What follows belongs to an exercise in optimizing a design on an open flow for small area and a short achievable clock period; a production flow would make more cautious choices.
RTL that was checked went through simulation tests only; none was proved equivalent to the original.
Function not checked in run 2: the RTL went through the layout flow alone.
No activity file was given, so power comes from the tool's default toggle rates.

**design/flow/design.v**
```verilog
package gpio_axis_pkg;
    localparam int MAX_CH = 16;
    typedef logic [3:0] ch_idx_t;
    function automatic integer clog2(input integer v);
        integer r, i;
        begin
            r = 0;
            for (i = 0; i < 31; i = i + 1)
                if ((1 << i) < v) r = i + 1;
            clog2 = r;
        end
    endfunction
    function automatic integer ch_width(input integer n);
        ch_width = (n <= 1) ? 1 : clog2(n);
    endfunction
    function automatic integer addr_width(input integer depth);
        addr_width = (depth <= 1) ? 1 : clog2(depth);
    endfunction
endpackage
module gpio_axis_chan_fifo #(
    parameter int DATA_WIDTH = 32,
    parameter int DEPTH      = 16,
    parameter int WEN_EDGE   = 1
) (
    input  logic                        clk,
    input  logic                        rst_n,
    input  logic                        clr,
    input  logic                        wen,
    input  logic [DATA_WIDTH-1:0]       wdata,
    input  logic                        pop,
    output logic [DEPTH*DATA_WIDTH-1:0] mem_flat,
    output logic [DEPTH-1:0]            rsel,
    output logic                        nonempty,
    output logic                        nonempty_nx,
    output logic                        overflow
);
    localparam int AW = gpio_axis_pkg::addr_width(DEPTH);
    localparam int CW = gpio_axis_pkg::clog2(DEPTH + 1);
    logic [DATA_WIDTH-1:0] mem [DEPTH];
    logic [AW-1:0]         wptr, rptr;
    logic [CW-1:0]         count;
    logic                  wen_q;
    logic                  push, full, wr_en, one_left;
    assign push     = (WEN_EDGE != 0) ? (wen & ~wen_q) : wen;
    assign full     = (count == CW'(DEPTH));
    assign one_left = (count == CW'(1));
    assign wr_en    = push & ~full;
    for (genvar i = 0; i < DEPTH; i++) begin : g_mem
        always_ff @(posedge clk) begin
            if (wr_en && wptr == AW'(i))
                mem[i] <= wdata;
        end
        assign mem_flat[i*DATA_WIDTH +: DATA_WIDTH] = mem[i];
        assign rsel[i] = (rptr == AW'(i));
    end
    always_comb begin
        if (!rst_n || clr)
            nonempty_nx = 1'b0;
        else
            nonempty_nx = wr_en | (pop ? (nonempty & ~one_left) : nonempty);
    end
    always_ff @(posedge clk) begin
        nonempty <= nonempty_nx;
    end
    always_ff @(posedge clk) begin
        if (!rst_n) begin
            wen_q    <= 1'b0;
            wptr     <= '0;
            rptr     <= '0;
            count    <= '0;
            overflow <= 1'b0;
        end else if (clr) begin
            wen_q    <= wen;
            wptr     <= '0;
            rptr     <= '0;
            count    <= '0;
            overflow <= 1'b0;
        end else begin
            wen_q <= wen;
            if (wr_en)
                wptr <= (wptr == AW'(DEPTH - 1)) ? '0 : wptr + 1'b1;
            if (push && full)
                overflow <= 1'b1;
            if (pop)
                rptr <= (rptr == AW'(DEPTH - 1)) ? '0 : rptr + 1'b1;
            case ({wr_en, pop})
                2'b10:   count <= count + 1'b1;
                2'b01:   count <= count - 1'b1;
                default: ;
            endcase
        end
    end
endmodule
module gpio_to_axis_mux_fifo #(
    parameter int NUM_CH     = 4,
    parameter int DATA_WIDTH = 32,
    parameter int DEPTH      = 16,
    parameter int WEN_EDGE   = 1,
    parameter int BURST_LEN  = 8
) (
    input  logic                         clk,
    input  logic                         rst_n,
    input  logic                         clr,
    input  logic [NUM_CH-1:0]            wen,
    input  logic [NUM_CH*DATA_WIDTH-1:0] wdata,
    output logic [NUM_CH-1:0]            overflow,
    output logic [DATA_WIDTH-1:0]        m_axis_tdata,
    output logic [gpio_axis_pkg::ch_width(NUM_CH)-1:0] m_axis_tdest,
    output logic                         m_axis_tlast,
    output logic                         m_axis_tvalid,
    input  logic                         m_axis_tready
);
    localparam int CH_W = gpio_axis_pkg::ch_width(NUM_CH);
    logic [NUM_CH-1:0]                        nonempty, nonempty_nx;
    logic [NUM_CH-1:0]                        pop;
    logic [NUM_CH-1:0][DEPTH*DATA_WIDTH-1:0]  mem_flat;
    logic [NUM_CH-1:0][DEPTH-1:0]             rsel, rsel_nx;
    logic [NUM_CH-1:0][DEPTH-1:0]             sel;      
    logic [NUM_CH-1:0]     rr_oh, rr_nx;    
    logic [NUM_CH-1:0]     gnt_oh, gnt_nx;  
    logic [CH_W-1:0]       gnt;
    logic [DATA_WIDTH-1:0] gnt_data;
    logic                  gnt_vld, load, flush;
    for (genvar i = 0; i < NUM_CH; i++) begin : g_ch
        gpio_axis_chan_fifo #(
            .DATA_WIDTH (DATA_WIDTH),
            .DEPTH      (DEPTH),
            .WEN_EDGE   (WEN_EDGE)
        ) u_fifo (
            .clk         (clk),
            .rst_n       (rst_n),
            .clr         (clr),
            .wen         (wen[i]),
            .wdata       (wdata[(i)*(DATA_WIDTH) +: (DATA_WIDTH)]),
            .pop         (pop[i]),
            .mem_flat    (mem_flat[i]),
            .rsel        (rsel[i]),
            .nonempty    (nonempty[i]),
            .nonempty_nx (nonempty_nx[i]),
            .overflow    (overflow[i])
        );
        assign rsel_nx[i] = pop[i] ? {rsel[i][DEPTH-2:0], rsel[i][DEPTH-1]} : rsel[i];
    end
    assign flush   = !rst_n || clr;
    assign gnt_vld = |nonempty;
    assign load    = gnt_vld & (~m_axis_tvalid | m_axis_tready);
    assign pop     = gnt_oh & {NUM_CH{load}};
    always_comb begin
        logic blocked;
        int   j;
        rr_nx = flush ? NUM_CH'(1) : load ? {gnt_oh[NUM_CH-2:0], gnt_oh[NUM_CH-1]} : rr_oh;
        for (int c = 0; c < NUM_CH; c++) begin
            blocked = 1'b0;
            for (int k = 1; k < NUM_CH; k++) begin
                j = (c - k + NUM_CH) % NUM_CH;
                for (int m = 0; m < k; m++)
                    if (rr_nx[j] && nonempty_nx[(j + m) % NUM_CH]) blocked = 1'b1;
            end
            gnt_nx[c] = nonempty_nx[c] && !blocked;
        end
    end
    always_ff @(posedge clk) begin
        rr_oh  <= rr_nx;
        gnt_oh <= gnt_nx;
        for (int c = 0; c < NUM_CH; c++)
            sel[c] <= rsel_nx[c] & {DEPTH{gnt_nx[c]}};
    end
    always_comb begin
        gnt      = '0;
        gnt_data = '0;
        for (int c = 0; c < NUM_CH; c++) begin
            if (gnt_oh[c]) gnt = gnt | CH_W'(c);
            for (int i = 0; i < DEPTH; i++)
                gnt_data = gnt_data | (mem_flat[c][i*DATA_WIDTH +: DATA_WIDTH] & {DATA_WIDTH{sel[c][i]}});
        end
    end
    always_ff @(posedge clk) begin
        if (flush) begin
            m_axis_tvalid <= 1'b0;
            m_axis_tdata  <= '0;
            m_axis_tdest  <= '0;
            m_axis_tlast  <= 1'b0;
        end else if (load) begin
            m_axis_tvalid <= 1'b1;
            m_axis_tdata  <= gnt_data;
            m_axis_tdest  <= gnt;
            m_axis_tlast  <= (BURST_LEN >= 1);
        end else if (m_axis_tready) begin
            m_axis_tvalid <= 1'b0;
        end
    end
endmodule
```
**design/flow/flow/run.sh**
```bash
#!/bin/bash
# Standard ORFS layout (the standard.sh, standard synthesis unchanged) with
# knobs passed through the environment:
#  - port buffers are plain buf_4 cells instead of the delay-cell buffers that
#    buffer_ports picks by default;
#  - clock tree synthesis without dummy loads, with larger sink clusters;
#  - more setup repair after global routing (flow/post_grt.tcl).
set -euo pipefail
export BUFFER_PORTS_ARGS="-buffer_cell sky130_fd_sc_hd__buf_4"
export CTS_ARGS="-sink_clustering_enable -repair_clock_nets -dont_use_dummy_load -sink_clustering_size 25 -sink_clustering_max_diameter 100"
export POST_GLOBAL_ROUTE_TCL="$PWD/flow/post_grt.tcl"
export FLOW_GRT_MARGIN=2.75
export FLOW_GRT_TNS=20
bash standard.sh > standard_flow.log 2>&1
```
**design/flow/flow/post_grt.tcl**
```tcl
# Extra setup repair after global routing, on global-route parasitics, with a
# larger margin than the stage's own repair (detailed routing loses about
# 0.1 ns on the worst paths), done the way global_route.tcl does its repair:
# one pass with every move on the worst endpoints, then a sizing-only pass
# over all endpoints. Then the route guides are written again for detailed
# routing.
log_cmd estimate_parasitics -global_routing
log_cmd repair_timing -setup -setup_margin $::env(FLOW_GRT_MARGIN) -repair_tns $::env(FLOW_GRT_TNS) -verbose
log_cmd repair_timing -setup -setup_margin $::env(FLOW_GRT_MARGIN) -repair_tns 100 -sequence "sizeup,swap" -verbose
log_cmd global_route -start_incremental
log_cmd detailed_placement
log_cmd global_route -end_incremental
log_cmd estimate_parasitics -global_routing
write_guides $::env(RESULTS_DIR)/route.guide
```
**design/flow/standard.sh**
```bash
#!/bin/bash
# synth_recipe.tcl (not shown) runs the flow's synth.tcl, then flattens the netlist and writes it again
# the make line also repeats each setting of config.mk as NAME=value (left out here)
make -C /OpenROAD-flow-scripts/flow DESIGN_CONFIG=/design/flow/config.mk WORK_HOME=/design/flow/orfs CLKGATE_MAP_FILE= SYNTH_SCRIPT=/design/flow/synth_recipe.tcl "${@:-finish}"
```
**design/flow/config.mk**
```make
export PLATFORM = sky130hd
export DESIGN_NAME = gpio_to_axis_mux_fifo
export DESIGN_NICKNAME = gpio_to_axis_mux_fifo
export VERILOG_FILES = /design/flow/design.v
export SDC_FILE = /design/flow/constraint.sdc
export NUM_CORES = 4
export LEC_CHECK = 0
export ABC_CLOCK_PERIOD_IN_PS = 2400
export CAP_MARGIN = 20
export CORE_MARGIN = 2
export CORE_UTILIZATION = 40
export CTS_CLUSTER_DIAMETER = 100
export CTS_CLUSTER_SIZE = 25
export SETUP_SLACK_MARGIN = 2.6
export SLEW_MARGIN = 20
```
**design/flow/constraint.sdc**
```tcl
create_clock -name core_clock -period 5.0 [get_ports {clk}]
set_input_delay 1.0000 -clock core_clock [delete_from_list [all_inputs] [get_ports {clk}]]
set_output_delay 1.0000 -clock core_clock [all_outputs]
set_load 0.01 [all_outputs]
```
==> flow_metrics.py, run 1 <==
metrics = {
    "critical_path": {
        "worstReg2RegStart": "g_ch[1].u_fifo.nonempty",
        "cp-startpoint": "m_axis_tdata[9]",
        "ff_to_ff_end": "sel[34]",
        "cp_slowest_cell": "sky130_fd_sc_hd__dfxtp_4",
        "timing.critical_path.slowest_cell_delay_ns": 0.45,
        "critPathArrivalTime_ns": 1.37,
        "worstSetupStartpointType": "register",
        "timing.critical_path.depth": 1,
        "cp.required_ns": 4.00,
        "critPathCaptureType": "output port",
        "cp-endpoint": "m_axis_tdata[9]",
        "crit_path_cell_trace": "buf_6",
        "timing.critical_path.max_delay_family": "flip-flops",
        "timing.reg2reg.worst_path_depth": 9,
        "critical_path.n_buffers_inverters": 1,
        "worst-path-max-fanout": 2,
        "setup.worst_path.class": "reg -> out",
        "ff2ff_setup_slack_ns": 2.65,
    },
    "logic_synthesis": {
        "ys_ff_latch": 2220,
        "syn_nets": 4635,
        "synth_edf_count": 2048,
        "syn-instance-count": 4451,
        "synth_top_cell_area_share_pct": 76.9,
        "ys_top_cells_by_area": "sky130_fd_sc_hd__edfxtp_1, sky130_fd_sc_hd__a22oi_1, sky130_fd_sc_hd__dfxtp_1",
        "yosys_warnings": 3,
        "share_of_synthesized_registers_carrying_an_async_set_or_reset_pct": 0,
        "ys_seq_area_share_pct": 81.2,
        "synthesis.area_per_instance_sq_um": 18.0,
        "synth.largest_area_cell": "sky130_fd_sc_hd__edfxtp_1",
        "syn_area_sq_um": 80000,
        "synth_flop_cell": "sky130_fd_sc_hd__edfxtp_1",
        "post_synth_num_cell_types": 66,
    },
    "routing": {
        "drt_pre_antenna_iters": 8,
        "wire_per_inst_um": 47.7,
        "remaining_drc_errors": 0,
        "detailedRoute.firstIterationViolations": 11598,
        "via_per_inst": 7.25,
        "detailroute.via_count": 54525,
        "route.final.wire_length_mm": 359,
        "antenna_left": 0,
    },
    "status": {
        "status": "timing/DRC/antenna clean",
    },
    "sta": {
        "setup_violations": 0,
        "slew_viol_final": 0,
        "final.setup.tns_ns": 0,
        "period_needed_ns": 2.37,
        "final-hold-violation-count": 0,
        "fmax_ghz": 0.422,
        "worst_slew_pin_slew_ns": 1.15,
        "period_share_pct": 47.4,
        "fin_skew_ns": 0.138,
        "slew_headroom_pct": 23.2,
    },
    "clock_tree": {
        "hold_buffer_count_at_cts": 0,
        "cts_max_path_buffers": 3,
        "ctsRootBufferMaster": "sky130_fd_sc_hd__clkbuf_16",
        "cts.htree.levels": 3,
        "cts_repair_resize_count": 95,
        "tritoncts": "done",
        "tritoncts.num_buffers": 101,
        "cts.sink_count": 2220,
        "insertion_delay_of_the_later_clocked_pin_in_the_worst_skew_pair_ns": 0.83,
        "cts_setup_buffers": 68,
        "worst_setup_hold_path_clk_slew_ns": 0.11,
    },
    "floorplanning": {
        "design.core.area_sq_um": 199000,
        "y_dimension_of_the_die_um": 451,
        "die_x_um": 451,
        "floorplan.rows": 164,
        "start_util_pct": 40.2,
        "die_area_sq_um": 204000,
        "ios": 176,
    },
    "global_routing": {
        "globalRoute.totalOverflow": 0,
        "via_count_of_the_first_global_routing_pass": 49281,
        "grt_first_pass_wirelength_mm": 461,
        "grt_util_all_layers_pct": 33.9,
        "antenna_found_initial": 35,
        "maximum_number_of_pins_on_one_net_before_global_route_repair": 35,
    },
    "placement": {
        "port_buffers": 175,
        "final_weighted_congestion_of_routability_driven_global_placement": 0.927,
        "post-dp-hpwl_mm": 205,
    },
    "layout": {
        "num-nets-final": 5021,
        "layout_common_cells": "sky130_fd_sc_hd__edfxtp_1, sky130_fd_sc_hd__a22oi_1, sky130_fd_sc_hd__buf_4",
        "layout_commonest_cell": "sky130_fd_sc_hd__edfxtp_1",
        "final_core_utilization_pct": 46.7,
        "layout-drive-gt1-share_pct": 20.9,
        "area_growth_syn_to_layout_pct": 16.2,
    },
    "pwr": {
        "static-leakage-power_nw": 28.4,
        "p_per_area_nw_per_um2": 333,
        "ir_drop_worst_case_vdd_mv": 0.305,
        "tot_pwr_mw": 31.0,
    },
    "hold_path": {
        "whs_path_depth": 2,
        "worstHoldPathType": "reg -> reg",
    },
    "run": {
        "timing.max_cap.violations": 0,
    },
}
## tightest hold or removal path: stages (launching register included)
cell	delay (ns)
sky130_fd_sc_hd__dfxtp_2	0.34
sky130_fd_sc_hd__a41oi_1	0.04
sky130_fd_sc_hd__nor2_1	0.08
## worst min path at each step
stage	from	end	slack, ns
global placement	g_ch[0].u_fifo.overflow	g_ch[0].u_fifo.overflow	0.47
finish	g_ch[2].u_fifo.overflow	g_ch[2].u_fifo.overflow	0.49
detailed placement	g_ch[0].u_fifo.overflow	g_ch[0].u_fifo.overflow	0.47
floorplan	g_ch[3].u_fifo.overflow	g_ch[3].u_fifo.overflow	0.44
CTS	wen[3]	g_ch[3].u_fifo.wen_q	0.46
## logic make-up after synthesis
family / count (synthesis) / share of synthesized area (%)
xor gates and xnor gates: 32 / 0.350
buffers and inverters: 284 / 1.44
muxes: 14 / 0.184
AOI/OAI and AO/OA: 1189 / 11.6
and+or+nand+nor: 664 / 4.48
adders and majority gates: 48 / 0.750
DFF: 2220 / 81.2
## cell usage after synthesis, drive strengths merged, types with 4 or more instances
| library cell | n |
|---|---|
| edfxtp | 2048 |
| a22oi | 577 |
| a221oi | 226 |
| a22o | 225 |
| clkbuf | 191 |
| dfxtp | 172 |
| nand4 | 167 |
| nor2 | 125 |
| nand2 | 79 |
| nand3 | 78 |
| nor3 | 72 |
| a21oi | 69 |
| nor4 | 63 |
| buf | 53 |
| o21ai | 49 |
| ha | 48 |
| inv | 40 |
| xor2 | 20 |
| nand2b | 16 |
| a31oi | 15 |
| nor4b | 14 |
| nor2b | 13 |
| xnor2 | 12 |
| nor4bb | 10 |
| and2 | 8 |
| mux2i | 8 |
| a211oi | 6 |
| mux2 | 6 |
| or3 | 5 |
| or4 | 5 |
| and3 | 4 |
| o21a | 4 |
## where the power goes
part / internal (mW) / leakage [nW] / switching [mW] / total (mW)
sequential: 20.3 / 19.9 / 0.0892 / 20.4
combinational: 0.368 / 7.23 / 0.947 / 1.31
clock: 3.61 / 1.24 / 5.62 / 9.23
## layout make-up
| class | instances | area [sq um] |
|---|---|---|
| antenna | 31 | 77.6 |
| clock buffer | 101 | 2530 |
| fill | 16618 | 106000 |
| inverter | 40 | 200 |
| multi-input combinational | 1950 | 16000 |
| sequential | 2220 | 65200 |
| tap | 2656 | 3320 |
| timing repair buffer | 524 | 5610 |
## stage by stage
stage / hold slack (ns) / std cells / setup WS [ns] / instance area, sq um
final: 0.485 / 7522 / 2.63 / 93000
after global placement: 0.474 / 7242 / 1.30 / 86600
after CTS: 0.457 / 7415 / 2.59 / 90400
after detailed placement: 0.468 / 7242 / 1.28 / 86600
after floorplan: 0.438 / 4451 / 2.09 / 81000
## state kept, by name, summed over array words and instances (netlist names), 16 cells and up
signal             cells
g_ch.u_fifo.mem     2048
sel                   64
m_axis_tdata          32
g_ch.u_fifo.count     20
g_ch.u_fifo.rptr      16
g_ch.u_fifo.wptr      16
## layer usage
metal	track usage [%]	vias up	part of all wire, %
met4	17.8	20	6.8
li1	-	19285	-
met5	0.0473	-	0.035
met2	47.9	6426	42
met3	13.7	1273	18
met1	44.8	27521	33
==> run 2: changes to the inputs <==
--- a/design/flow/design.v
+++ b/design/flow/design.v
@@ -29,5 +29,6 @@
     input  logic [DATA_WIDTH-1:0]       wdata,
     input  logic                        pop,
-    output logic [DEPTH*DATA_WIDTH-1:0] mem_flat,
+    input  logic [DEPTH-1:0]            sel,
+    output logic [DATA_WIDTH-1:0]       rd_data,
     output logic [DEPTH-1:0]            rsel,
     output logic                        nonempty,
@@ -51,6 +52,10 @@
                 mem[i] <= wdata;
         end
-        assign mem_flat[i*DATA_WIDTH +: DATA_WIDTH] = mem[i];
         assign rsel[i] = (rptr == AW'(i));
+    end
+    always_comb begin
+        rd_data = '0;
+        for (int i = 0; i < DEPTH; i++)
+            rd_data = rd_data | (mem[i] & {DATA_WIDTH{sel[i]}});
     end
     always_comb begin
@@ -114,5 +119,5 @@
     logic [NUM_CH-1:0]                        nonempty, nonempty_nx;
     logic [NUM_CH-1:0]                        pop;
-    logic [NUM_CH-1:0][DEPTH*DATA_WIDTH-1:0]  mem_flat;
+    logic [NUM_CH-1:0][DATA_WIDTH-1:0]        dout;
     logic [NUM_CH-1:0][DEPTH-1:0]             rsel, rsel_nx;
     logic [NUM_CH-1:0][DEPTH-1:0]             sel;      
@@ -134,5 +139,6 @@
             .wdata       (wdata[(i)*(DATA_WIDTH) +: (DATA_WIDTH)]),
             .pop         (pop[i]),
-            .mem_flat    (mem_flat[i]),
+            .sel         (sel[i]),
+            .rd_data     (dout[i]),
             .rsel        (rsel[i]),
             .nonempty    (nonempty[i]),
@@ -171,6 +177,5 @@
         for (int c = 0; c < NUM_CH; c++) begin
             if (gnt_oh[c]) gnt = gnt | CH_W'(c);
-            for (int i = 0; i < DEPTH; i++)
-                gnt_data = gnt_data | (mem_flat[c][i*DATA_WIDTH +: DATA_WIDTH] & {DATA_WIDTH{sel[c][i]}});
+            gnt_data = gnt_data | dout[c];
         end
     end
==> design/flow/flow/run.sh (replaced) <==
#!/bin/bash
# Standard ORFS layout (the standard.sh, standard synthesis unchanged) with
# two knobs passed through the environment:
#  - port buffers are plain buf_4 cells instead of the delay-cell buffers that
#    buffer_ports picks by default;
#  - clock tree synthesis without dummy loads, with larger sink clusters.
set -euo pipefail
export BUFFER_PORTS_ARGS="-buffer_cell sky130_fd_sc_hd__buf_4"
export CTS_ARGS="-sink_clustering_enable -repair_clock_nets -dont_use_dummy_load -sink_clustering_size 25 -sink_clustering_max_diameter 100"
bash standard.sh > standard_flow.log 2>&1
--- a/design/flow/config.mk
+++ b/design/flow/config.mk
@@ -6,5 +6,4 @@
 export NUM_CORES = 4
 export LEC_CHECK = 0
-export ABC_CLOCK_PERIOD_IN_PS = 2400
 export CAP_MARGIN = 20
 export CORE_MARGIN = 2
@@ -14,2 +13,4 @@
 export SETUP_SLACK_MARGIN = 2.6
 export SLEW_MARGIN = 20
+export SYNTH_HIERARCHICAL = 1
+export SYNTH_MINIMUM_KEEP_SIZE = 0
removed: design/flow/flow/post_grt.tcl
==> run 2 against run 1 <==
Effect of this change:
- non-clock buffer count decreased by 4
- power decreased by 1.7%
- flip-flop and latch count unchanged
- hold slack got worse by 0.059 ns
- critical path type is now reg -> reg
- largest cell class unchanged
==> flow_metrics.py, run 2 <==
metrics = {
    "layout": {
        "largest-register": "g_ch.u_fifo.mem",
        "num-nets-final": 4993,
        "final.fill_count": 16793,
        "multiInputGateArea_sq_um": 16900,
        "area_growth_syn_to_layout_pct": 15.3,
        "largest_reg_flops": 2048,
        "layout-drive-gt1-share_pct": 21.3,
        "layout_common_cells": "sky130_fd_sc_hd__edfxtp_1, sky130_fd_sc_hd__a22o_1, sky130_fd_sc_hd__a221oi_1",
        "layout_commonest_cell": "sky130_fd_sc_hd__edfxtp_1",
        "layout_top_registers": "g_ch.u_fifo.mem (2048), sel (64), m_axis_tdata (32)",
        "register_area_sq_um": 65200,
    },
    "floorplanning": {
        "floorplan.rows": 164,
        "ios": 176,
        "die_area_sq_um": 205000,
        "start_util_pct": 40.3,
        "design.core.area_sq_um": 200000,
        "y_dimension_of_the_die_um": 453,
        "die_x_um": 453,
    },
    "critical_path": {
        "ff2ff_setup_slack_ns": 2.10,
        "timing.reg2reg.worst_path_depth": 15,
        "worstSetupStartpointType": "register",
        "critPathCaptureType": "register",
        "ff_to_ff_end": "sel[0]",
        "critPathArrivalTime_ns": 3.59,
        "worst-path-max-fanout": 8,
        "setup.worst_path.class": "reg -> reg",
        "cp.required_ns": 5.69,
        "worstReg2RegStart": "g_ch[1].u_fifo.nonempty",
    },
    "clock_tree": {
        "tritoncts": "done",
        "ctsRootBufferMaster": "sky130_fd_sc_hd__clkbuf_16",
        "worst_setup_hold_path_clk_slew_ns": 0.10,
        "cts_max_path_buffers": 3,
        "cts.htree.levels": 3,
        "insertion_delay_of_the_later_clocked_pin_in_the_worst_skew_pair_ns": 0.81,
        "hold_buffer_count_at_cts": 0,
        "cts.sink_count": 2220,
        "tritoncts.num_buffers": 101,
    },
    "global_routing": {
        "antenna_found_initial": 24,
        "maximum_number_of_pins_on_one_net_before_global_route_repair": 53,
        "grt_first_pass_wirelength_mm": 345,
        "grt_util_all_layers_pct": 23.5,
        "via_count_of_the_first_global_routing_pass": 44714,
        "globalRoute.totalOverflow": 0,
    },
    "pwr": {
        "static-leakage-power_nw": 28.8,
        "p_per_area_nw_per_um2": 327,
        "ir_drop_worst_case_vdd_mv": 0.269,
    },
    "routing": {
        "wire_per_inst_um": 33.1,
        "remaining_drc_errors": 0,
        "drt_pre_antenna_iters": 6,
        "antenna_left": 0,
        "route.final.wire_length_mm": 247,
        "detailroute.via_count": 46845,
        "detailedRoute.firstIterationViolations": 6206,
        "via_per_inst": 6.27,
    },
    "sta": {
        "final-hold-violation-count": 0,
        "fin_hold_ws_ns": 0.426,
        "setup_violations": 0,
        "period_share_pct": 58.0,
        "timing.final.ws_setup_ns": 2.10,
        "fin_skew_ns": 0.106,
        "slew_headroom_pct": 33.1,
        "worst_slew_pin_slew_ns": 1.00,
        "final.setup.tns_ns": 0,
        "period_needed_ns": 2.90,
        "slew_viol_final": 0,
        "rsz0062_at_grt": "true",
        "fmax_ghz": 0.345,
    },
    "run": {
        "timing.max_cap.violations": 0,
    },
    "logic_synthesis": {
        "synth_flop_cell": "sky130_fd_sc_hd__edfxtp_1",
        "synth_top_cell_area_share_pct": 76.2,
        "syn_nets": 4594,
        "synthTopCellsByCount": "sky130_fd_sc_hd__edfxtp_1, sky130_fd_sc_hd__a221oi_1, sky130_fd_sc_hd__a22o_1",
        "post_synth_num_cell_types": 52,
        "synth_most_common_cell": "sky130_fd_sc_hd__edfxtp_1",
        "synthesis.area_per_instance_sq_um": 18.3,
        "ys_ff_latch": 2220,
        "ys_top_cells_by_area": "sky130_fd_sc_hd__edfxtp_1, sky130_fd_sc_hd__a221oi_1, sky130_fd_sc_hd__a22o_1",
        "synth_edf_count": 2048,
        "yosys_warnings": 9,
        "synth.largest_area_cell": "sky130_fd_sc_hd__edfxtp_1",
        "share_of_synthesized_registers_carrying_an_async_set_or_reset_pct": 0,
        "syn-instance-count": 4410,
        "syn_area_sq_um": 80700,
        "ys_seq_area_share_pct": 80.5,
    },
    "placement": {
        "final_weighted_congestion_of_routability_driven_global_placement": 0.810,
        "post-dp-hpwl_mm": 140,
        "pre_cts_ws_ns": 1.21,
        "port_buffers": 175,
    },
    "hold_path": {
        "worstHoldStart": "wen[0]",
        "whs_path_depth": 2,
        "worstHoldPathType": "in -> reg",
        "worst_hold_path.endpoint": "g_ch[0].u_fifo.wen_q",
    },
    "status": {
        "status": "timing/DRC/antenna clean",
    },
}
[run 2: cell count changes in the layout (fill, tap and decap cells not counted), sizes merged, moves of 23 or more]
cell    previous run  this run
a22oi            577        16
a22o             225       512
a221oi           226       512
nor4              63         5
nor3              72        24
and2               8        52
nand4            167       128
mux2i              8        44
nand3             78        43
o41ai              1        36
a21oi             69       101
nor2             125       151
o21ai             49        26
[run 2: kinds of logic after synthesis]
group	count (synthesis)	synth area share, %
muxes	44	0.546
xor gates and xnor gates	12	0.130
AOI/OAI and AO/OA	1244	12.9
buffers and inverters	279	1.36
DFF	2220	80.5
adders and majority gates	48	0.744
and+or+nand+nor	563	3.82
[run 2: power breakdown]
group | total (mW) | switching, mW | internal (mW)
Combinational | 0.992 | 0.684 | 0.308
Clock | 9.07 | 5.46 | 3.61
Sequential | 20.4 | 0.0604 | 20.3
[run 2: worst max-delay path by stage]
stage                             from  endpoint  cells past startpoint
3_3_place_gp             m_axis_tready   sel[46]                     12
6_report       g_ch[1].u_fifo.nonempty    sel[0]                     15
5_1_grt        g_ch[1].u_fifo.nonempty    sel[0]                     15
2_1_floorplan            m_axis_tready   sel[61]                     14
4_1_cts        g_ch[2].u_fifo.nonempty   sel[16]                     14
3_5_place_dp             m_axis_tready   sel[44]                     12
[run 2: per-layer routing]
layer  track usage, %  vias up  wire length (um)
met2             37.1     2378            116000
li1                 -    19387                 -
met1             32.5    24702             98300
met3             3.90      360             22200
met4             9.68       18             11000
met5                0        -               112
[run 2: repair_timing]
item | CTS | global route
hold endpoints to repair | 0 | 0
endpoints found under the setup margin | 2142 | 615
buffers inserted | 156 | 44
pin swaps | 153 | 83
cloned | 26 | 1
gates resized for setup | 335 | 136
[run 2: cell type report]
cell class | count | area share, %
flip-flops and latches | 2220 | 70.1
multi-input cells | 1932 | 18.1
repair buffers | 520 | 5.32
well taps | 2656 | 3.57
clock buffers | 101 | 2.72
inverters | 34 | 0.151
diodes | 12 | 0.0323
[run 2: critical path, cell delays in order, from the launching register on]
cell	delay (ns)
sky130_fd_sc_hd__dfxtp_2	0.34
sky130_fd_sc_hd__or4_4	0.56
sky130_fd_sc_hd__and3_4	0.19
sky130_fd_sc_hd__nand2_2	0.06
sky130_fd_sc_hd__o41ai_2	0.06
sky130_fd_sc_hd__a21oi_2	0.19
sky130_fd_sc_hd__buf_4	0.15
sky130_fd_sc_hd__nand3b_1	0.13
sky130_fd_sc_hd__o211ai_1	0.31
sky130_fd_sc_hd__buf_4	0.17
sky130_fd_sc_hd__buf_6	0.09
sky130_fd_sc_hd__buf_6	0.09
sky130_fd_sc_hd__buf_6	0.09
sky130_fd_sc_hd__o21ai_4	0.09
sky130_fd_sc_hd__nand3_4	0.19
sky130_fd_sc_hd__nor2_1	0.07
[run 2: metrics by stage]
step	power [mW]	util [%]	instance area (sq um)	instances
after global routing	31.2	46.5	93000	7470
after global placement	21.6	43.2	86400	7135
after floorplan	21.1	-	81700	4410
final	30.4	46.5	93000	7475
after detailed placement	21.6	43.2	86400	7135
after CTS	30.5	46.0	92100	7418
==> run 3: changes to the inputs <==
--- a/design/flow/design.v
+++ b/design/flow/design.v
@@ -30,8 +30,10 @@
     input  logic                        pop,
     input  logic [DEPTH-1:0]            sel,
-    output logic [DATA_WIDTH-1:0]       rd_data,
+    output logic [DATA_WIDTH-1:0]       rd_data_n,
     output logic [DEPTH-1:0]            rsel,
+    input  logic                        nonempty_nx,
     output logic                        nonempty,
-    output logic                        nonempty_nx,
+    output logic                        wr_en,
+    output logic                        one_left,
     output logic                        overflow
 );
@@ -42,5 +44,5 @@
     logic [CW-1:0]         count;
     logic                  wen_q;
-    logic                  push, full, wr_en, one_left;
+    logic                  push, full;
     assign push     = (WEN_EDGE != 0) ? (wen & ~wen_q) : wen;
     assign full     = (count == CW'(DEPTH));
@@ -54,14 +56,22 @@
         assign rsel[i] = (rptr == AW'(i));
     end
-    always_comb begin
-        rd_data = '0;
-        for (int i = 0; i < DEPTH; i++)
-            rd_data = rd_data | (mem[i] & {DATA_WIDTH{sel[i]}});
-    end
-    always_comb begin
-        if (!rst_n || clr)
-            nonempty_nx = 1'b0;
-        else
-            nonempty_nx = wr_en | (pop ? (nonempty & ~one_left) : nonempty);
+    localparam int NG = (DEPTH + 2) / 3;
+    for (genvar b = 0; b < DATA_WIDTH; b++) begin : g_rd
+        logic [NG-1:0] grp_n;
+        for (genvar g = 0; g < NG; g++) begin : g_grp
+            if (3*g + 2 < DEPTH) begin : g_aoi
+                gpio_axis_aoi222 u_aoi (
+                    .a1 (sel[3*g]),     .a2 (mem[3*g][b]),
+                    .b1 (sel[3*g + 1]), .b2 (mem[3*g + 1][b]),
+                    .c1 (sel[3*g + 2]), .c2 (mem[3*g + 2][b]),
+                    .y  (grp_n[g])
+                );
+            end else if (3*g + 1 < DEPTH) begin : g_aoi2
+                assign grp_n[g] = ~((sel[3*g] & mem[3*g][b]) | (sel[3*g + 1] & mem[3*g + 1][b]));
+            end else begin : g_nand
+                assign grp_n[g] = ~(sel[3*g] & mem[3*g][b]);
+            end
+        end
+        assign rd_data_n[b] = &grp_n;
     end
     always_ff @(posedge clk) begin
@@ -97,4 +107,10 @@
     end
 endmodule
+module gpio_axis_aoi222 (
+    input  logic a1, a2, b1, b2, c1, c2,
+    output logic y
+);
+    assign y = ~((a1 & a2) | (b1 & b2) | (c1 & c2));
+endmodule
 module gpio_to_axis_mux_fifo #(
     parameter int NUM_CH     = 4,
@@ -118,6 +134,7 @@
     localparam int CH_W = gpio_axis_pkg::ch_width(NUM_CH);
     logic [NUM_CH-1:0]                        nonempty, nonempty_nx;
+    logic [NUM_CH-1:0]                        wr_en, one_left;
     logic [NUM_CH-1:0]                        pop;
-    logic [NUM_CH-1:0][DATA_WIDTH-1:0]        dout;
+    logic [NUM_CH-1:0][DATA_WIDTH-1:0]        dout_n;
     logic [NUM_CH-1:0][DEPTH-1:0]             rsel, rsel_nx;
     logic [NUM_CH-1:0][DEPTH-1:0]             sel;      
@@ -140,10 +157,13 @@
             .pop         (pop[i]),
             .sel         (sel[i]),
-            .rd_data     (dout[i]),
+            .rd_data_n   (dout_n[i]),
             .rsel        (rsel[i]),
+            .nonempty_nx (nonempty_nx[i]),
             .nonempty    (nonempty[i]),
-            .nonempty_nx (nonempty_nx[i]),
+            .wr_en       (wr_en[i]),
+            .one_left    (one_left[i]),
             .overflow    (overflow[i])
         );
+        assign nonempty_nx[i] = !flush && (wr_en[i] || (pop[i] ? (nonempty[i] && !one_left[i]) : nonempty[i]));
         assign rsel_nx[i] = pop[i] ? {rsel[i][DEPTH-2:0], rsel[i][DEPTH-1]} : rsel[i];
     end
@@ -174,8 +194,8 @@
     always_comb begin
         gnt      = '0;
-        gnt_data = '0;
+        gnt_data = '1;
         for (int c = 0; c < NUM_CH; c++) begin
             if (gnt_oh[c]) gnt = gnt | CH_W'(c);
-            gnt_data = gnt_data | dout[c];
+            gnt_data = gnt_data & dout_n[c];
         end
     end
@@ -188,5 +208,5 @@
         end else if (load) begin
             m_axis_tvalid <= 1'b1;
-            m_axis_tdata  <= gnt_data;
+            m_axis_tdata  <= ~gnt_data;
             m_axis_tdest  <= gnt;
             m_axis_tlast  <= (BURST_LEN >= 1);
==> design/flow/flow/run.sh (replaced) <==
#!/bin/bash
# Standard ORFS layout (the standard.sh, standard synthesis unchanged) with
# knobs passed through the environment:
#  - port buffers are plain buf_4 cells instead of the delay-cell buffers that
#    buffer_ports picks by default;
#  - clock tree synthesis without dummy loads, with larger sink clusters;
#  - one more setup-repair pass after global routing (flow/post_grt.tcl).
set -euo pipefail
export BUFFER_PORTS_ARGS="-buffer_cell sky130_fd_sc_hd__buf_4"
export CTS_ARGS="-sink_clustering_enable -repair_clock_nets -dont_use_dummy_load -sink_clustering_size 25 -sink_clustering_max_diameter 100"
export POST_GLOBAL_ROUTE_TCL="$PWD/flow/post_grt.tcl"
export FLOW_GRT_MARGIN=2.75
export FLOW_GRT_TNS=20
bash standard.sh > standard_flow.log 2>&1
==> design/flow/flow/post_grt.tcl (new file) <==
# Extra setup repair after global routing, on global-route parasitics, with a
# larger margin than the stage's own repair (detailed routing loses about
# 0.1 ns on the worst paths), done the way global_route.tcl does its repair;
# then the route guides are written again for detailed routing.
log_cmd estimate_parasitics -global_routing
log_cmd repair_timing -setup -setup_margin $::env(FLOW_GRT_MARGIN) -repair_tns $::env(FLOW_GRT_TNS) -verbose
log_cmd global_route -start_incremental
log_cmd detailed_placement
log_cmd global_route -end_incremental
log_cmd estimate_parasitics -global_routing
write_guides $::env(RESULTS_DIR)/route.guide
==> run 3 against run 2 <==
Effect of this change:
- worst setup slack better by 0.48 ns
- combinational power about the same
- final area down 1.0%
- critical path type unchanged
- critical endpoint is now sel[37]
==> flow_metrics.py, run 3 <==
metrics = {
    "status": {
        "status": "timing/DRC/antenna clean",
    },
    "logic_synthesis": {
        "synth_top_cell_area_share_pct": 77.8,
        "synth_edf_count": 2048,
        "ys_top_cells_by_area": "sky130_fd_sc_hd__edfxtp_1, sky130_fd_sc_hd__a222oi_1, sky130_fd_sc_hd__dfxtp_1",
        "synthTopCellsByCount": "sky130_fd_sc_hd__edfxtp_1, sky130_fd_sc_hd__a222oi_1, sky130_fd_sc_hd__nand2_1",
        "syn_nets": 4330,
        "ys_seq_area_share_pct": 82.1,
        "synth_most_common_cell": "sky130_fd_sc_hd__edfxtp_1",
        "synthesis.area_per_instance_sq_um": 19.1,
        "synth_flop_cell": "sky130_fd_sc_hd__edfxtp_1",
        "syn_area_sq_um": 79100,
        "syn-instance-count": 4142,
        "yosys_warnings": 10,
        "ys_ff_latch": 2220,
        "synth.largest_area_cell": "sky130_fd_sc_hd__edfxtp_1",
        "share_of_synthesized_registers_carrying_an_async_set_or_reset_pct": 0,
        "post_synth_num_cell_types": 56,
    },
    "layout": {
        "largest-register": "g_ch.u_fifo.mem",
        "layout_common_cells": "sky130_fd_sc_hd__edfxtp_1, sky130_fd_sc_hd__a222oi_1, sky130_fd_sc_hd__buf_4",
        "layout_top_registers": "g_ch.u_fifo.mem (2048), sel (64), m_axis_tdata (32)",
        "layout-drive-gt1-share_pct": 20.4,
        "largest_reg_flops": 2048,
        "final_area_sq_um": 92100,
        "layout_commonest_cell": "sky130_fd_sc_hd__edfxtp_1",
        "area_growth_syn_to_layout_pct": 16.5,
        "num-nets-final": 4857,
        "final.fill_count": 16347,
    },
    "critical_path": {
        "critPathArrivalTime_ns": 3.10,
        "worst-path-max-fanout": 8,
        "timing.critical_path.max_delay_family": "simple AND/OR/NAND/NOR gates",
        "timing.critical_path.slowest_cell_delay_ns": 0.63,
        "critPathCaptureType": "register",
        "cp.required_ns": 5.68,
        "critical_path.n_buffers_inverters": 1,
        "crit_path_cell_trace": "or4_4 > and3_4 > a21o_1 > a2111o_2 > clkbuf_16 > nor3_1",
        "setup.worst_path.class": "reg -> reg",
        "cp_slowest_cell": "sky130_fd_sc_hd__or4_4",
        "worstSetupStartpointType": "register",
    },
    "clock_tree": {
        "tritoncts.num_buffers": 101,
        "cts_max_path_buffers": 3,
        "cts.htree.levels": 3,
        "ctsRootBufferMaster": "sky130_fd_sc_hd__clkbuf_16",
        "worst_setup_hold_path_clk_slew_ns": 0.11,
        "cts_repair_resize_count": 145,
        "hold_buffer_count_at_cts": 0,
        "insertion_delay_of_the_later_clocked_pin_in_the_worst_skew_pair_ns": 0.76,
        "tritoncts": "done",
        "cts_setup_buffers": 35,
        "cts.sink_count": 2220,
    },
    "global_routing": {
        "antenna_found_initial": 16,
        "grt_first_pass_wirelength_mm": 296,
        "maximum_number_of_pins_on_one_net_before_global_route_repair": 67,
        "grt_util_all_layers_pct": 19.9,
        "globalRoute.totalOverflow": 0,
        "via_count_of_the_first_global_routing_pass": 41684,
    },
    "floorplanning": {
        "design.core.area_sq_um": 197000,
        "die_x_um": 449,
        "y_dimension_of_the_die_um": 449,
        "die_area_sq_um": 201000,
        "floorplan.rows": 163,
        "start_util_pct": 40.2,
        "ios": 176,
    },
    "routing": {
        "met2WireLength_mm": 103,
        "detailedRoute.firstIterationViolations": 7683,
        "wl_met1_mm": 85.1,
        "route.final.wire_length_mm": 213,
        "remaining_drc_errors": 0,
        "maxUsedRoutingLayer": "met5",
        "via_per_inst": 6.12,
        "met3_wire_length_mm": 17.7,
        "antenna_left": 0,
        "detailroute.via_count": 44773,
        "drt_pre_antenna_iters": 8,
        "wire_per_inst_um": 29.1,
    },
    "sta": {
        "fmax_ghz": 0.413,
        "slew_viol_final": 0,
        "fin_skew_ns": 0.0971,
        "period_share_pct": 48.4,
        "slew_headroom_pct": 29.3,
        "final-hold-violation-count": 0,
        "setup_violations": 0,
        "period_needed_ns": 2.42,
        "final.setup.tns_ns": 0,
        "worst_slew_pin_slew_ns": 1.06,
    },
    "pwr": {
        "ir_drop_worst_case_vdd_mv": 0.349,
        "static-leakage-power_nw": 28.8,
        "p_per_area_nw_per_um2": 329,
    },
    "run": {
        "timing.max_cap.violations": 0,
    },
    "placement": {
        "post-dp-hpwl_mm": 123,
        "port_buffers": 175,
        "final_weighted_congestion_of_routability_driven_global_placement": 0.840,
        "placed_instance_area_sq_um": 85400,
    },
    "hold_path": {
        "worstHoldPathType": "reg -> reg",
    },
}
[run 3: cell types whose count changed after synthesis, moves of 25 or more]
cell	change
sky130_fd_sc_hd__nand3_1	+117
sky130_fd_sc_hd__a22o_1	-512
sky130_fd_sc_hd__a211oi_1	+128
sky130_fd_sc_hd__clkbuf_1	-177
sky130_fd_sc_hd__nand4_1	-128
sky130_fd_sc_hd__a222oi_1	+640
sky130_fd_sc_hd__nor3_1	+25
sky130_fd_sc_hd__a41oi_1	+34
sky130_fd_sc_hd__nand2_1	+116
sky130_fd_sc_hd__o41ai_1	-36
sky130_fd_sc_hd__a221oi_1	-511
[run 3: where the power goes]
group	total [mW]	internal, mW	switching, mW
Sequential	20.4	20.3	0.0450
Clock	8.92	3.61	5.31
Combinational	1.01	0.298	0.710
[run 3: logic make-up after synthesis]
| logic type | Yosys count | synth area share [%] |
|---|---|---|
| buf+inv | 117 | 0.608 |
| flops | 2220 | 82.1 |
| xor+xnor | 12 | 0.133 |
| simple gates | 681 | 4.29 |
| fa+ha+maj | 52 | 0.823 |
| mux | 60 | 0.783 |
| compound gates | 1000 | 11.2 |
[run 3: final cells by class]
type | count | area [sq um] | area share (%)
multi-input combinational | 1826 | 16200 | 17.6
antenna | 8 | 20.0 | 0.0217
inverter | 42 | 183 | 0.198
timing repair buffer | 478 | 4840 | 5.26
clock buffer | 101 | 2530 | 2.74
tap | 2640 | 3300 | 3.59
sequential | 2220 | 65000 | 70.6
[run 3: routing by layer]
layer | vias up | track usage [%]
li1 | 19147 | -
met1 | 23126 | 27.6
met2 | 2214 | 32.4
met3 | 284 | 2.57
met4 | 2 | 6.77
met5 | - | 0
[run 3: through the flow]
| stage | std cells | hold WS, ns | setup WS, ns | total power [mW] | util (%) |
|---|---|---|---|---|---|
| after floorplan | 4142 | 0.463 | 2.16 | 21.1 | - |
| after global placement | 6984 | 0.460 | 1.54 | 21.6 | 43.2 |
| after detailed placement | 6997 | 0.464 | 1.49 | 21.7 | 43.4 |
| after CTS | 7145 | 0.416 | 2.30 | 30.3 | 45.3 |
| final | 7315 | 0.486 | 2.58 | 30.3 | 46.8 |
[run 3: worst register-to-register path, cell delays in order, from the launching register on]
cell and delay [ns]:
sky130_fd_sc_hd__dfxtp_1 0.38, sky130_fd_sc_hd__or4_4 0.63, sky130_fd_sc_hd__and3_4 0.25, sky130_fd_sc_hd__a21o_1 0.15
sky130_fd_sc_hd__a2111o_2 0.56, sky130_fd_sc_hd__clkbuf_16 0.21, sky130_fd_sc_hd__nor3_1 0.19
[run 3: Yosys stat by module, one instance, submodules excluded, a selection]
module	area [sq um]	cells inside	copies in the design
gpio_to_axis_mux_fifo	4460	478	1
gpio_axis_aoi222	10.0	1	640
[run 3: worst paths after layout]
kind	startpoint	endpoint	slack, ns	cells after the start
worst min register to register	g_ch[0].u_fifo.overflow	g_ch[0].u_fifo.overflow	0.49	2
worst max-delay path	g_ch[2].u_fifo.nonempty	sel[37]	2.58	6
worst min-delay path	g_ch[0].u_fifo.overflow	g_ch[0].u_fifo.overflow	0.49	2
worst max register to register	g_ch[2].u_fifo.nonempty	sel[37]	2.58	6
==> run 4: changes to the inputs <==
--- a/design/flow/flow/run.sh
+++ b/design/flow/flow/run.sh
@@ -5,5 +5,5 @@
 #    buffer_ports picks by default;
 #  - clock tree synthesis without dummy loads, with larger sink clusters;
-#  - one more setup-repair pass after global routing (flow/post_grt.tcl).
+#  - more setup repair after global routing (flow/post_grt.tcl).
 set -euo pipefail
 export BUFFER_PORTS_ARGS="-buffer_cell sky130_fd_sc_hd__buf_4"
@@ -12,3 +12,4 @@
 export FLOW_GRT_MARGIN=2.75
 export FLOW_GRT_TNS=20
+export FLOW_GRT_SIZE_MARGIN=2.9
 bash standard.sh > standard_flow.log 2>&1
==> design/flow/flow/post_grt.tcl (replaced) <==
# Extra setup repair after global routing, on global-route parasitics, with a
# larger margin than the stage's own repair (detailed routing loses about
# 0.1 ns on the worst paths), done the way global_route.tcl does its repair:
# one pass with every move on the worst endpoints, then a sizing-only pass
# over all endpoints. Then the route guides are written again for detailed
# routing.
log_cmd estimate_parasitics -global_routing
log_cmd repair_timing -setup -setup_margin $::env(FLOW_GRT_MARGIN) -repair_tns $::env(FLOW_GRT_TNS) -verbose
log_cmd repair_timing -setup -setup_margin $::env(FLOW_GRT_SIZE_MARGIN) -repair_tns 100 -sequence "sizeup,swap" -verbose
log_cmd global_route -start_incremental
log_cmd detailed_placement
log_cmd global_route -end_incremental
log_cmd estimate_parasitics -global_routing
write_guides $::env(RESULTS_DIR)/route.guide
==> run 4 against run 3 <==
Effect of this change:
- still clean on timing, DRC and antenna
- die area did not move
- worst setup slack improved by 0.065 ns
- core utilization rose by 0.51 points
- count of clock-buffer cells in the layout did not move
- critical path depth did not move
- non-clock buffer count did not move
- flip-flop and latch count did not move
- global-route usage did not move
- synthesized cell count did not move
- routed wire length rose by 0.27%
- largest cell class unchanged
- largest power group unchanged
==> flow_metrics.py, run 4 <==
metrics = {
    "clock_tree": {
        "cts_repair_resize_count": 145,
        "ctsRootBufferMaster": "sky130_fd_sc_hd__clkbuf_16",
        "cts.htree.levels": 3,
        "hold_buffer_count_at_cts": 0,
        "tritoncts": "done",
        "worst_setup_hold_path_clk_slew_ns": 0.11,
        "cts_max_path_buffers": 3,
        "cts.sink_count": 2220,
        "cts_setup_buffers": 35,
        "insertion_delay_of_the_later_clocked_pin_in_the_worst_skew_pair_ns": 0.76,
        "tritoncts.num_buffers": 101,
    },
    "layout": {
        "largest_reg_flops": 2048,
        "num-nets-final": 4857,
        "layout-drive-gt1-share_pct": 22.6,
        "largest-register": "g_ch.u_fifo.mem",
        "layout_top_registers": "g_ch.u_fifo.mem (2048), sel (64), m_axis_tdata (32)",
        "layout_common_cells": "sky130_fd_sc_hd__edfxtp_1, sky130_fd_sc_hd__a222oi_1, sky130_fd_sc_hd__buf_4",
        "final_core_utilization_pct": 47.3,
        "final.fill_count": 16228,
        "layout_commonest_cell": "sky130_fd_sc_hd__edfxtp_1",
        "area_growth_syn_to_layout_pct": 17.7,
        "final_area_sq_um": 93100,
    },
    "sta": {
        "fmax_ghz": 0.424,
        "final-hold-violation-count": 0,
        "fin_skew_ns": 0.0924,
        "fin_hold_ws_ns": 0.486,
        "slew_viol_final": 0,
        "period_share_pct": 47.1,
        "period_needed_ns": 2.36,
        "worst_slew_pin_slew_ns": 0.898,
        "setup_violations": 0,
        "final.setup.tns_ns": 0,
        "slew_headroom_pct": 40.1,
    },
    "global_routing": {
        "via_count_of_the_first_global_routing_pass": 41684,
        "grt_first_pass_wirelength_mm": 296,
        "maximum_number_of_pins_on_one_net_before_global_route_repair": 67,
        "grt_util_all_layers_pct": 19.9,
        "globalRoute.totalOverflow": 0,
        "antenna_found_initial": 16,
    },
    "logic_synthesis": {
        "synth_fa_ha_area_share_pct": 0.823,
        "synth_flop_cell": "sky130_fd_sc_hd__edfxtp_1",
        "synthesis.area_per_instance_sq_um": 19.1,
        "synth.area.mux_share_pct": 0.783,
        "synthTopCellsByCount": "sky130_fd_sc_hd__edfxtp_1, sky130_fd_sc_hd__a222oi_1, sky130_fd_sc_hd__nand2_1",
        "synth.largest_area_cell": "sky130_fd_sc_hd__edfxtp_1",
        "post_synth_num_cell_types": 56,
        "syn_nets": 4330,
        "share_of_synthesized_registers_carrying_an_async_set_or_reset_pct": 0,
        "synth-compound-area-share_pct": 11.2,
        "synth_most_common_cell": "sky130_fd_sc_hd__edfxtp_1",
        "synthXorXnorAreaFrac_pct": 0.133,
        "syn_area_sq_um": 79100,
        "ys_seq_area_share_pct": 82.1,
        "synth_top_cell_area_share_pct": 77.8,
        "ys_ff_latch": 2220,
        "yosys_warnings": 10,
        "syn-instance-count": 4142,
        "ys_top_cells_by_area": "sky130_fd_sc_hd__edfxtp_1, sky130_fd_sc_hd__a222oi_1, sky130_fd_sc_hd__dfxtp_1",
        "synth_top_family_by_area": "compound AO/OA/AOI/OAI gates",
        "simple_gate_area_share_of_the_yosys_netlist_pct": 4.29,
        "synth_edf_count": 2048,
    },
    "placement": {
        "final_weighted_congestion_of_routability_driven_global_placement": 0.840,
        "post-dp-hpwl_mm": 123,
        "placed_instance_area_sq_um": 85400,
        "port_buffers": 175,
    },
    "routing": {
        "remaining_drc_errors": 0,
        "detailroute.via_count": 44681,
        "route.final.wire_length_mm": 214,
        "wire_per_inst_um": 29.2,
        "detailedRoute.firstIterationViolations": 7731,
        "drt_pre_antenna_iters": 8,
        "antenna_left": 0,
        "via_per_inst": 6.11,
    },
    "pwr": {
        "ir_drop_worst_case_vdd_mv": 0.345,
        "power.share.sequential_pct": 67.2,
        "sw_frac_of_total_pct": 20.1,
        "clock_power_share_pct": 29.4,
        "combinationalPowerShare_pct": 3.5,
        "p_per_area_nw_per_um2": 326,
        "power.net_switching_mw": 6.08,
        "tot_pwr_mw": 30.3,
        "static-leakage-power_nw": 29.1,
        "internal_power_summed_over_all_cells_mw": 24.3,
    },
    "critical_path": {
        "timing.reg2reg.worst_path_depth": 6,
        "critPathArrivalTime_ns": 3.04,
        "worstReg2RegStart": "g_ch[2].u_fifo.nonempty",
        "cp.required_ns": 5.69,
        "setup.worst_path.class": "reg -> reg",
        "ff2ff_setup_slack_ns": 2.64,
        "worstSetupStartpointType": "register",
        "critPathCaptureType": "register",
        "worst-path-max-fanout": 8,
        "ff_to_ff_end": "sel[40]",
        "cp-startpoint": "g_ch[2].u_fifo.nonempty",
    },
    "hold_path": {
        "worst_hold_path.endpoint": "g_ch[2].u_fifo.wen_q",
        "worstHoldStart": "wen[2]",
        "worstHoldPathType": "in -> reg",
        "whs_path_depth": 2,
    },
    "floorplanning": {
        "floorplan.rows": 163,
        "die_area_sq_um": 201000,
        "design.core.area_sq_um": 197000,
        "ios": 176,
        "start_util_pct": 40.2,
        "die_x_um": 449,
        "y_dimension_of_the_die_um": 449,
    },
    "status": {
        "status": "timing/DRC/antenna clean",
    },
    "run": {
        "timing.max_cap.violations": 0,
    },
}
-- run 4: final cells by class --
| type | count | area [sq um] | share of cell area (%) |
|---|---|---|---|
| tap | 2640 | 3300 | 3.55 |
| inverter | 42 | 209 | 0.224 |
| timing repair buffer | 478 | 5150 | 5.54 |
| clock buffer | 101 | 2530 | 2.72 |
| multi-input combinational | 1826 | 16800 | 18.0 |
| antenna | 9 | 22.5 | 0.0242 |
| sequential | 2220 | 65100 | 69.9 |
-- run 4: modules after synthesis, one instance, submodules excluded, excerpt --
| module | cell area, sq um | times used |
|---|---|---|
| gpio_axis_aoi222 | 10.0 | 640 |
| gpio_to_axis_mux_fifo | 4460 | 1 |
-- run 4: power by group through the flow --
stage               clock (mW)  sequential [mW]  combinational, mW
floorplan                    0             20.8              0.317
global placement             0             20.8              0.845
detailed placement           0             20.8              0.867
CTS                       9.05             20.4              0.903
finish                    8.91             20.4               1.06
-- run 4: per-stage QoR --
stage	setup slack [ns]	instances
finish	2.64	7316
detailed placement	1.49	6997
global placement	1.54	6984
floorplan	2.16	4142
CTS	2.30	7145
-- run 4: routing by layer --
layer,part of all wire [%],up-vias,wire (um),track usage [%]
met5,0.0047,-,10,0
met4,3.9,2,8440,6.77
met3,8.6,280,18500,2.57
met2,48,2187,102000,32.4
met1,40,23069,84600,27.6
li1,-,19143,-,-
-- run 4: worst max-delay path, cell delays in order (launching register included) --
cell and delay [ns]:
sky130_fd_sc_hd__dfxtp_1 0.37, sky130_fd_sc_hd__or4_4 0.64, sky130_fd_sc_hd__and3_4 0.26, sky130_fd_sc_hd__a21o_1 0.15
sky130_fd_sc_hd__a2111o_2 0.51, sky130_fd_sc_hd__clkbuf_16 0.21, sky130_fd_sc_hd__nor3_2 0.15
-- run 4: worst max-delay path by stage --
stage / to / cells past startpoint
after floorplan: g_ch[0].u_fifo.count[3] / 9
after global placement: sel[15] / 7
after detailed placement: sel[1] / 6
after CTS: g_ch[2].u_fifo.mem[6][26] / 6
final: sel[40] / 6
-- run 4: cell families after synthesis --
group / after synthesis
AOI/OAI and AO/OA: 1000
xor gates and xnor gates: 12
adders and majority gates: 52
buffers and inverters: 117
DFF: 2220
muxes: 60
and+or+nand+nor: 681
==> run 5: changes to the inputs <==
--- a/design/flow/flow/run.sh
+++ b/design/flow/flow/run.sh
@@ -11,5 +11,4 @@
 export POST_GLOBAL_ROUTE_TCL="$PWD/flow/post_grt.tcl"
 export FLOW_GRT_MARGIN=2.75
-export FLOW_GRT_TNS=20
-export FLOW_GRT_SIZE_MARGIN=2.9
+export FLOW_GRT_TNS=50
 bash standard.sh > standard_flow.log 2>&1
--- a/design/flow/flow/post_grt.tcl
+++ b/design/flow/flow/post_grt.tcl
@@ -7,5 +7,5 @@
 log_cmd estimate_parasitics -global_routing
 log_cmd repair_timing -setup -setup_margin $::env(FLOW_GRT_MARGIN) -repair_tns $::env(FLOW_GRT_TNS) -verbose
-log_cmd repair_timing -setup -setup_margin $::env(FLOW_GRT_SIZE_MARGIN) -repair_tns 100 -sequence "sizeup,swap" -verbose
+log_cmd repair_timing -setup -setup_margin $::env(FLOW_GRT_MARGIN) -repair_tns 100 -sequence "sizeup,swap" -verbose
 log_cmd global_route -start_incremental
 log_cmd detailed_placement
==> run 5 against run 4 <==
Effect of this change:
- count of clock-buffer cells in the layout is the same
- area after synthesis unchanged
- fmax rose by 1.1%
- hold slack gained 0.0051 ns
- flip-flop and latch count did not move
- global-route usage unchanged
- register-to-register slack improved by 0.02 ns
- via count about the same
- first-iteration DRC count is 0.66% lower
- combinational power hardly changed
- worst setup slack improved by 0.025 ns
==> flow_metrics.py, run 5 <==
metrics = {
    "critical_path": {
        "cp_slowest_cell": "sky130_fd_sc_hd__or4_4",
        "critPathArrivalTime_ns": 2.98,
        "worst-path-max-fanout": 7,
        "ff2ff_setup_slack_ns": 2.67,
        "setup.worst_path.class": "reg -> reg",
        "critPathCaptureType": "register",
        "timing.critical_path.max_delay_family": "simple AND/OR/NAND/NOR gates",
        "crit_path_cell_trace": "or4_4 > and3_4 > buf_12 > ha_4 > nand4b_1 > a2111o_1 > o21ai_1",
        "critical_path.n_buffers_inverters": 1,
        "worstSetupStartpointType": "register",
        "cp.required_ns": 5.65,
        "timing.critical_path.slowest_cell_delay_ns": 0.63,
    },
    "sta": {
        "fmax_ghz": 0.429,
        "period_share_pct": 46.7,
        "fin_skew_ns": 0.0996,
        "worst_slew_pin_slew_ns": 1.06,
        "slew_headroom_pct": 29.5,
        "setup_violations": 0,
        "period_needed_ns": 2.33,
        "final-hold-violation-count": 0,
        "final.setup.tns_ns": 0,
        "slew_viol_final": 0,
    },
    "routing": {
        "detailroute.via_count": 44683,
        "wire_per_inst_um": 29.1,
        "via_per_inst": 6.10,
        "drt_pre_antenna_iters": 9,
        "detailedRoute.firstIterationViolations": 7680,
        "antenna_left": 0,
        "remaining_drc_errors": 0,
        "route.final.wire_length_mm": 213,
    },
    "logic_synthesis": {
        "synthesis.area_per_instance_sq_um": 19.1,
        "synthTopCellsByCount": "sky130_fd_sc_hd__edfxtp_1, sky130_fd_sc_hd__a222oi_1, sky130_fd_sc_hd__nand2_1",
        "syn_nets": 4330,
        "synth_top_cell_area_share_pct": 77.8,
        "synth.largest_area_cell": "sky130_fd_sc_hd__edfxtp_1",
        "ys_seq_area_share_pct": 82.1,
        "syn-instance-count": 4142,
        "ys_top_cells_by_area": "sky130_fd_sc_hd__edfxtp_1, sky130_fd_sc_hd__a222oi_1, sky130_fd_sc_hd__dfxtp_1",
        "synth_most_common_cell": "sky130_fd_sc_hd__edfxtp_1",
        "syn_area_sq_um": 79100,
        "yosys_warnings": 10,
        "share_of_synthesized_registers_carrying_an_async_set_or_reset_pct": 0,
        "synth_edf_count": 2048,
        "post_synth_num_cell_types": 56,
        "ys_ff_latch": 2220,
        "synth_flop_cell": "sky130_fd_sc_hd__edfxtp_1",
    },
    "floorplanning": {
        "floorplan.rows": 163,
        "ios": 176,
        "design.core.area_sq_um": 197000,
        "start_util_pct": 40.2,
        "die_x_um": 449,
        "y_dimension_of_the_die_um": 449,
        "die_area_sq_um": 201000,
    },
    "clock_tree": {
        "hold_buffer_count_at_cts": 0,
        "tritoncts": "done",
        "cts_repair_resize_count": 145,
        "ctsRootBufferMaster": "sky130_fd_sc_hd__clkbuf_16",
        "cts_max_path_buffers": 3,
        "worst_setup_hold_path_clk_slew_ns": 0.10,
        "cts_setup_buffers": 35,
        "cts.sink_count": 2220,
        "insertion_delay_of_the_later_clocked_pin_in_the_worst_skew_pair_ns": 0.76,
        "tritoncts.num_buffers": 101,
        "cts.htree.levels": 3,
    },
    "layout": {
        "layout-drive-gt1-share_pct": 21.9,
        "layout_common_cells": "sky130_fd_sc_hd__edfxtp_1, sky130_fd_sc_hd__a222oi_1, sky130_fd_sc_hd__buf_4",
        "largest-register": "g_ch.u_fifo.mem",
        "layout_top_registers": "g_ch.u_fifo.mem (2048), sel (64), m_axis_tdata (32)",
        "largest_reg_flops": 2048,
        "layout_commonest_cell": "sky130_fd_sc_hd__edfxtp_1",
        "num-nets-final": 4872,
        "final_core_utilization_pct": 47.1,
        "area_growth_syn_to_layout_pct": 17.3,
    },
    "placement": {
        "port_buffers": 175,
        "post-dp-hpwl_mm": 123,
        "final_weighted_congestion_of_routability_driven_global_placement": 0.840,
    },
    "global_routing": {
        "maximum_number_of_pins_on_one_net_before_global_route_repair": 67,
        "via_count_of_the_first_global_routing_pass": 41684,
        "grt_first_pass_wirelength_mm": 296,
        "grt_util_all_layers_pct": 19.9,
        "globalRoute.totalOverflow": 0,
        "antenna_found_initial": 16,
    },
    "hold_path": {
        "worstHoldPathType": "reg -> reg",
    },
    "pwr": {
        "ir_drop_worst_case_vdd_mv": 0.352,
        "p_per_area_nw_per_um2": 327,
        "static-leakage-power_nw": 29.0,
    },
    "status": {
        "status": "timing/DRC/antenna clean",
    },
    "run": {
        "timing.max_cap.violations": 0,
    },
}
[run 5: cell counts after synthesis]
No cell type changed its count.
[run 5: cell families after synthesis]
group                    count (synthesis)  synth area share, %
adder cells (fa/ha/maj)                 52                0.823
multiplexers                            60                0.783
AND/OR/NAND/NOR                        681                 4.29
AO/OA/AOI/OAI                         1000                 11.2
buffers and inverters                  117                0.608
flip-flops                            2220                 82.1
XOR/XNOR                                12                0.133
[run 5: per-layer routing]
metal	share of wire [%]	wire length, um	vias to the layer above	global-route usage, %
met5	0.0047	10	-	0
met4	3.6	7620	2	6.77
met3	8.5	18000	254	2.57
met2	48	103000	2188	32.4
met1	40	84700	23067	27.6
li1	-	-	19172	-
[run 5: power breakdown]
group | internal [mW] | switching [mW] | leakage, nW | total, mW
logic | 0.310 | 0.718 | 7.89 | 1.03
clock network | 3.61 | 5.31 | 1.24 | 8.92
registers | 20.3 | 0.0473 | 19.9 | 20.4
total | 24.2 | 6.08 | 29.0 | 30.3
[run 5: final cells by class]
class | count | area (sq um)
diodes | 9 | 22.5
clock buffers | 101 | 2530
fillers | 16257 | 104000
inverters | 42 | 194
multi-input cells | 1826 | 16400
flip-flops and latches | 2220 | 65100
well taps | 2640 | 3300
repair buffers | 493 | 5180
[run 5: Yosys stat by module (local to each module, per instance), excerpt]
module	flip-flops and latches	area, sq um	copies in the design
gpio_axis_aoi222	0	10.0	640
gpio_to_axis_mux_fifo	108	4460	1
[run 5: path summary, 6_finish.rpt]
path,startpoint,endpoint,cells after the start
min reg2reg,g_ch[0].u_fifo.overflow,g_ch[0].u_fifo.overflow,2
min,g_ch[0].u_fifo.overflow,g_ch[0].u_fifo.overflow,2
max,g_ch[2].u_fifo.nonempty,g_ch[3].u_fifo.count[3],7
max reg2reg,g_ch[2].u_fifo.nonempty,g_ch[3].u_fifo.count[3],7
[run 5: worst register-to-register path, cell delays in order, from the launching register on]
cell                       delay, ns
sky130_fd_sc_hd__dfxtp_1        0.38
sky130_fd_sc_hd__or4_4          0.63
sky130_fd_sc_hd__and3_4         0.26
sky130_fd_sc_hd__buf_12         0.14
sky130_fd_sc_hd__ha_4           0.18
sky130_fd_sc_hd__nand4b_1       0.20
sky130_fd_sc_hd__a2111o_1       0.39
sky130_fd_sc_hd__o21ai_1        0.07
[run 5: stage by stage]
| stage | instance area (sq um) | instances | total power [mW] | hold slack (ns) | setup WS (ns) |
|---|---|---|---|---|---|
| CTS | 89100 | 7145 | 30.3 | 0.416 | 2.30 |
| global placement | 85100 | 6984 | 21.6 | 0.460 | 1.54 |
| finish | 92700 | 7331 | 30.3 | 0.491 | 2.67 |
| detailed placement | 85400 | 6997 | 21.7 | 0.464 | 1.49 |
| floorplan | 80200 | 4142 | 21.1 | 0.463 | 2.16 |

what the ideal ports hide:
In the flow no input, the clock included, has a driving cell. The finished layouts below were timed again as built, in two steps.
Step 1 (the two cells are an assumption about what drives the block):
set clk [get_ports {clk}]
set_driving_cell -lib_cell sky130_fd_sc_hd__clkbuf_16 $clk
set_driving_cell -lib_cell sky130_fd_sc_hd__buf_2 [delete_from_list [all_inputs] $clk]
Step 2 times the ports against the registers' clock, not the clock port: input delays grow and output delays shrink by t, the midpoint of the rising clock arrivals with the driver on.
Slacks: ideal ports / drivers / drivers and shift; pairs: ideal ports / drivers.
| run | shift t [ns] | slack for setup (ns) | hold slack, ns | worst setup path after step 2 | worst register clock-pin slew, ns |
|---|---|---|---|---|---|
| run 1 | 0.847 | 2.628 / 2.538 / 1.940 | 0.485 / 0.426 / 0.485 | input to register | 0.11 / 0.11 |
| run 2 | 0.854 | 2.100 / 2.100 / 1.347 | 0.426 / 0.431 / 0.462 | input to register | 0.11 / 0.11 |
| run 3 | 0.807 | 2.578 / 2.578 / 1.903 | 0.486 / 0.444 / 0.486 | input to register | 0.11 / 0.11 |
| run 4 | 0.806 | 2.643 / 2.603 / 1.847 | 0.486 / 0.434 / 0.487 | input to register | 0.11 / 0.11 |
| run 5 | 0.804 | 2.667 / 2.617 / 1.900 | 0.491 / 0.440 / 0.491 | input to register | 0.11 / 0.11 |
After both steps every run listed still meets setup and hold. For run 4, which loses most, drivers alone change the setup slack by -0.040 ns; drivers and shift together by -0.796 ns.
